This is an optimization exercise on Yosys and OpenROAD, whose aim is small area, not a production implementation.
Function was checked by simulation only, so behaviour that the tests miss may differ from the original.
No activity file was given, so power comes from the tool's default toggle rates.

run 1:
==> flow/design.v <==
package mdu_pkg;
  typedef enum logic [2:0] {
    OP_MUL    = 3'b000,
    OP_MULH   = 3'b001,
    OP_MULHSU = 3'b010,
    OP_MULHU  = 3'b011,
    OP_DIV    = 3'b100,
    OP_DIVU   = 3'b101,
    OP_REM    = 3'b110,
    OP_REMU   = 3'b111
  } funct3_e;
  typedef enum logic [3:0] {
    IDLE = 4'd0,
    CLR  = 4'd1,
    HA   = 4'd2,
    MST  = 4'd3,
    D0   = 4'd4,
    DST  = 4'd5,
    F    = 4'd6,
    G    = 4'd7,
    HZ   = 4'd8
  } state_e;
endpackage
module mul_div_unit (
  input  logic        clk,
  input  logic        rst,
  input  logic        start,
  input  logic [2:0]  funct3,
  input  logic [31:0] operand_a,
  input  logic [31:0] operand_b,
  input  logic [4:0]  rd_in,
  input  logic        flush,
  output logic        busy,
  output logic        done,
  output logic [31:0] result,
  output logic [4:0]  rd_out
);
  mdu_pkg::state_e st, st_n;
  logic [65:0] w_q;
  logic [32:0] b_q;
  logic [2:0]  op_q;
  logic [4:0]  rd_q;
  logic [2:0]  c_q;       
  logic [4:0]  k_q;       
  logic        dly_q;     
  logic        cy_q;      
  logic        sgn_q;     
  logic        negf_q;    
  logic        bneg_q;    
  logic s_idle, s_clr, s_ha, s_mst, s_d0, s_dst, s_f, s_g, s_hz;
  logic idl_q, act_q;
  assign s_idle = idl_q;
  assign s_clr  = (st == mdu_pkg::CLR);
  assign s_ha   = (st == mdu_pkg::HA);
  assign s_mst  = (st == mdu_pkg::MST);
  assign s_d0   = (st == mdu_pkg::D0);
  assign s_dst  = (st == mdu_pkg::DST);
  assign s_f    = (st == mdu_pkg::F);
  assign s_g    = (st == mdu_pkg::G);
  assign s_hz   = (st == mdu_pkg::HZ);
  logic c0, c3, c5, lo, half, last_c, last_k;
  logic c2;
  assign c0     = ~c_q[2] & ~c_q[0];
  assign c2     =  c_q[1] & ~c_q[0];
  assign c3     =  c_q[2] &  c_q[0];
  assign c5     = ~c_q[1] &  c_q[0];
  assign lo     = ~c_q[0];                         
  assign half   = s_ha | s_hz;
  assign last_c = half ? c2 : c5;
  assign last_k = (k_q == 5'd31);
  logic is_div, is_rem, is_mul, mul_hi;
  assign is_mul = ~op_q[2];
  assign is_div = op_q[2] & ~op_q[1];
  assign is_rem = op_q[2] &  op_q[1];
  assign mul_hi = (op_q[1:0] != 2'b00);
  logic accept;
  assign accept = start & ~flush & s_idle;
  logic        neg_comb, neg_g, g_eff;
  logic        xz, xinv, yen, ysub, cin, prop3, cin0, cin3;
  logic [10:0] xd, yd, sd;
  logic        cout;
  assign neg_comb = is_div ? ((negf_q ^ bneg_q) & ~w_q[31])
                  : is_rem ? negf_q : (negf_q ^ bneg_q);
  assign neg_g    = c0 ? neg_comb : negf_q;
  assign g_eff    = c0 ? w_q[65] : (c_q[1] ? w_q[43] : w_q[54]);
  always_comb begin
    xz   = 1'b0;
    xinv = 1'b0;
    yen  = 1'b0;
    ysub = 1'b0;
    cin0 = 1'b0;
    cin3 = 1'b0;
    if (s_clr | s_d0) begin
      xz   = ~lo;
      xinv = lo & negf_q;
      cin0 = negf_q;
    end else if (s_mst) begin
      yen  = lo & g_eff;
      ysub = bneg_q;
      cin0 = g_eff & bneg_q;
    end else if (s_dst) begin
      yen  = ~lo;
      ysub = ~(sgn_q ^ bneg_q);
      cin3 = ~(sgn_q ^ bneg_q);
    end else if (s_f) begin
      yen  = ~lo & sgn_q;
      ysub = bneg_q;
      cin3 = sgn_q & bneg_q;
    end else if (s_g) begin
      xinv = neg_g & (is_div ? lo : (is_rem ? ~lo : 1'b1));
      cin0 = neg_g & ~is_rem;
      cin3 = neg_g & is_rem;
    end
  end
  assign prop3 = s_mst | (s_g & is_mul);
  assign cin   = c0 ? cin0 : ((c3 & ~prop3) ? cin3 : cy_q);
  assign xd    = xz ? 11'd0 : (w_q[10:0] ^ {11{xinv}});
  assign yd    = yen ? (b_q[10:0] ^ {11{ysub}}) : 11'd0;
  logic [11:0] cc;
  assign cc[0] = cin;
  for (genvar i = 0; i < 11; i++) begin : g_fa
    assign sd[i]   = xd[i] ^ yd[i] ^ cc[i];
    assign cc[i+1] = (xd[i] & yd[i]) | (xd[i] & cc[i]) | (yd[i] & cc[i]);
  end
  assign cout = cc[11];
  logic        lmode, bot;
  logic [10:0] wd;
  assign lmode = s_mst | s_d0 | s_g | (s_dst & ~(last_k & ~lo)) | (s_f & lo);
  assign bot   = c0 ? (s_mst ? 1'b0 : ((s_dst | s_f) ? ~dly_q : dly_q)) : dly_q;
  assign wd    = lmode ? {sd[9:0], bot} : sd;
  always_comb begin
    st_n = st;
    case (st)
      mdu_pkg::IDLE: if (accept) st_n = funct3[2] ? mdu_pkg::D0 : mdu_pkg::CLR;
      mdu_pkg::CLR:  if (last_c) st_n = mdu_pkg::HA;
      mdu_pkg::HA:   if (last_c) st_n = mdu_pkg::MST;
      mdu_pkg::MST:  if (last_c & last_k) st_n = mul_hi ? mdu_pkg::G : mdu_pkg::IDLE;
      mdu_pkg::D0:   if (last_c) st_n = mdu_pkg::DST;
      mdu_pkg::DST:  if (last_c & last_k) st_n = mdu_pkg::F;
      mdu_pkg::F:    if (last_c) st_n = mdu_pkg::G;
      mdu_pkg::G:    if (last_c) st_n = is_div ? mdu_pkg::IDLE : mdu_pkg::HZ;
      mdu_pkg::HZ:   if (last_c) st_n = mdu_pkg::IDLE;
      default:       st_n = mdu_pkg::IDLE;
    endcase
  end
  logic finish;
  assign finish = last_c & ((s_mst & last_k & ~mul_hi) | (s_g & is_div) | s_hz);
  always_ff @(posedge clk or posedge rst) begin
    if (rst) begin
      st    <= mdu_pkg::IDLE;
      idl_q <= 1'b1;
      act_q <= 1'b0;
      done  <= 1'b0;
    end else if (flush) begin
      st    <= mdu_pkg::IDLE;
      idl_q <= 1'b1;
      act_q <= 1'b0;
      done  <= 1'b0;
    end else begin
      st    <= st_n;
      idl_q <= (st_n == mdu_pkg::IDLE);
      act_q <= (st_n != mdu_pkg::IDLE);
      done  <= finish;
    end
  end
  assign busy = ~s_idle;
  logic bext_in, aneg_in;
  assign bext_in = operand_b[31] & (funct3[2] ? ~funct3[0] : (funct3[1:0] == 2'b01));
  assign aneg_in = operand_a[31] & (funct3[2] ? ~funct3[0] : (funct3[1] ^ funct3[0]));
  always_ff @(posedge clk) begin
    cy_q  <= cout;
    dly_q <= sd[10];
    w_q[32:0] <= ({33{idl_q}} & {operand_a, 1'b0}) | ({33{act_q}} & w_q[43:11]);
    b_q       <= ({33{idl_q}} & {bext_in, operand_b}) | ({33{act_q}} & {b_q[10:0], b_q[32:11]});
    if (s_idle) begin
      op_q      <= funct3;
      rd_q      <= rd_in;
      negf_q    <= aneg_in;
      bneg_q    <= bext_in;
      c_q       <= 3'd0;
      k_q       <= 5'd0;
    end else begin
      c_q       <= (half & c2) ? 3'd0 : {~c_q[0], c_q[2], c_q[1]};
      if ((s_mst | s_dst) & c5) k_q <= k_q + 5'd1;
      if (s_g & c0) negf_q <= neg_comb;
    end
    w_q[65:33] <= {wd, w_q[65:44]};
    if ((s_d0 | s_dst) & c5) sgn_q <= sd[10];
  end
  assign result = w_q[32:1];
  assign rd_out = rd_q;
endmodule
export LEC_CHECK = 0
export CAP_MARGIN = 20
export CORE_MARGIN = 2
export CORE_UTILIZATION = 40
export SLEW_MARGIN = 20
create_clock -name core_clock -period 10.0 [get_ports {clk}]
standard.sh (not shown) runs the stock make flow with config.mk's settings and CLKGATE_MAP_FILE= SYNTH_SCRIPT=/design/flow/synth_recipe.tcl, a recipe that flattens the netlist after the stock synthesis.
==> flow/flow/run.sh <==
#!/bin/bash
# Own layout flow: the standard flow (standard.sh, unchanged synthesis and
# steps) with two placement/CTS arguments changed:
#  - port buffers use the smallest buffer cell (every port still gets one)
#  - clock tree: small clock buffers, no dummy balancing loads
# Each tool's full output is kept in the ORFS logs under orfs/logs and the
# make output in flow_make.log.
set -euo pipefail
export BUFFER_PORTS_ARGS="-buffer_cell sky130_fd_sc_hd__buf_1"
export CTS_ARGS="-sink_clustering_enable -repair_clock_nets -dont_use_dummy_load -buf_list {sky130_fd_sc_hd__clkbuf_4}"
bash standard.sh > flow_make.log 2>&1
Run 1 finished every stage and its layout cleared the timing, design-rule and antenna checks.
Input-level comparison between run 2 and run 1:
==> flow/run.sh (new file) <==
#!/bin/bash
# synth_recipe.tcl (not shown) runs the flow's synth.tcl, then flattens the netlist and writes it again
# the make line also repeats each setting of config.mk as NAME=value (left out here)
make -C /OpenROAD-flow-scripts/flow DESIGN_CONFIG=/design/flow/config.mk WORK_HOME=/design/flow/orfs CLKGATE_MAP_FILE= SYNTH_SCRIPT=/design/flow/synth_recipe.tcl finish
removed: flow/flow/run.sh
removed: flow/standard.sh
--- outcome ---
- Run 2 | stages: all done | timing, DRC, antenna: all pass
- Between run 2 and run 1, the number of buffers added for setup after CTS figures differ only marginally.
- [compare] base=run 1 new=run 2: global-route usage over all layers rose 0.42 points, detail-routed net length per standard cell grew by about 2.4%, arrival time of the worst setup path decreased 0.05 ns.
- Between run 2 and run 1, it is run 2 whose power drawn by the combinational cells is higher, by 24%.
- Going from run 1 to run 2, core utilization grows by 9.1 points.
- Run 2 vs. run 1: final area up about 20%, non-filler instance count after layout went up by 15, met2 track utilization from global routing up 0.18 points, total length of routed wires rose by about 4.5%.
- Looking at sequential share of layout area across run 2 and run 1, the one that comes out higher is run 1.
Inputs modified between run 2 and run 3:
- an added CTS_BUF_LIST of sky130_fd_sc_hd__clkbuf_4 sky130_fd_sc_hd__clkbuf_8
Findings:
Status: global-route track usage on met2 parity (run 2, run 3)
Run 3 against run 2: power per unit of standard cell area shrank by about 6%; slack of the critical path grew by 0.0063 ns; fraction of met3 tracks used by global routing held steady.
In run 3 the clock-buffer cell count turned out 2 lower than in run 2.
Inputs modified between run 3 and run 4:
- CTS_BUF_LIST removed (was sky130_fd_sc_hd__clkbuf_4 sky130_fd_sc_hd__clkbuf_8)
==> flow/flow/run.sh (new file) <==
#!/bin/bash
# Own layout flow: the standard flow (standard.sh, unchanged synthesis and
# steps) with two placement/CTS arguments changed:
#  - port buffers use the smallest buffer cell (every port still gets one)
#  - clock tree: small clock buffers, no dummy balancing loads
# Each tool's full output is kept in the ORFS logs under orfs/logs and the
# make output in flow_make.log.
set -euo pipefail
export BUFFER_PORTS_ARGS="-buffer_cell sky130_fd_sc_hd__buf_1"
export CTS_ARGS="-sink_clustering_enable -repair_clock_nets -dont_use_dummy_load -buf_list {sky130_fd_sc_hd__clkbuf_2 sky130_fd_sc_hd__clkbuf_4}"
bash standard.sh > flow_make.log 2>&1
==> flow/standard.sh (new file) <==
#!/bin/bash
# synth_recipe.tcl (not shown) runs the flow's synth.tcl, then flattens the netlist and writes it again
# the make line also repeats each setting of config.mk as NAME=value (left out here)
make -C /OpenROAD-flow-scripts/flow DESIGN_CONFIG=/design/flow/config.mk WORK_HOME=/design/flow/orfs CLKGATE_MAP_FILE= SYNTH_SCRIPT=/design/flow/synth_recipe.tcl "${@:-finish}"
removed: flow/run.sh
==> comparison <==
- Met3 wirelength from detailed routing (lower): run 4
- Run 4 — upper clock frequency limit 0.43% higher, run 3 as reference
- Run 3 -> run 4: finished layout cell area decreased by more than 10%
- Delta (run 4 minus run 3): combinational share of power now larger, placeable core area comparable, wire length of the first global-routing pass now smaller, power per cell area now smaller.
- Total power, run 3 and run 4: higher on run 3
- Higher global-route usage goes to run 3 over run 4.
### run 4 -> run 5
-- flow/flow/run.sh --
<<< run 4, line 10
export CTS_ARGS="-sink_clustering_enable -repair_clock_nets -dont_use_dummy_load -buf_list {sky130_fd_sc_hd__clkbuf_2 sky130_fd_sc_hd__clkbuf_4}"
>>> run 5, line 10
export CTS_ARGS="-sink_clustering_enable -repair_clock_nets -dont_use_dummy_load -buf_list {sky130_fd_sc_hd__clkbuf_4 sky130_fd_sc_hd__clkbuf_8}"
### Flow results
Both conditions hold for run 5: the flow ran to the end and the final layout passed the timing, design-rule and antenna checks. On routed wire length, run 5 and run 4 are neck and neck. From run 4 to run 5 the numbers moved as follows: met1 layer wirelength in the final routing stayed essentially flat; power share of the combinational group lost 1.3 points; overall power consumption grew by about 6.6%.

-- what the ideal ports hide --
How much do the figures lean on ideal ports? The routed layouts below were timed once more, with nothing changed but the port constraints. Step 1: set_driving_cell puts a clkbuf_16 on clk and a buf_2 on each other input, an assumption about the parent block. Step 2 adds t to the input delays and takes it off the output delays; t is the mean of the earliest and latest rising clock arrival at the registers after step 1. Input paths then give back, and output paths get back, about the clock's delay inside the block. a / b / c = ideal / step 1 / step 2; a / b = the first two.
run | shift t [ns] | slack for setup (ns) | latest minus earliest clock arrival (ns) | worst register clock-pin slew, ns
run 1 | 0.534 | 2.783 / 2.783 / 2.783 | 0.038 / 0.037 | 0.10 / 0.10
run 2 | 0.447 | 2.745 / 2.745 / 2.745 | 0.008 / 0.008 | 0.06 / 0.06
run 3 | 0.467 | 2.752 / 2.752 / 2.752 | 0.011 / 0.011 | 0.08 / 0.08
run 4 | 0.534 | 2.783 / 2.783 / 2.783 | 0.038 / 0.037 | 0.10 / 0.10
run 5 | 0.447 | 2.782 / 2.782 / 2.782 | 0.023 / 0.024 | 0.07 / 0.07
After both steps every run listed still meets setup and hold.
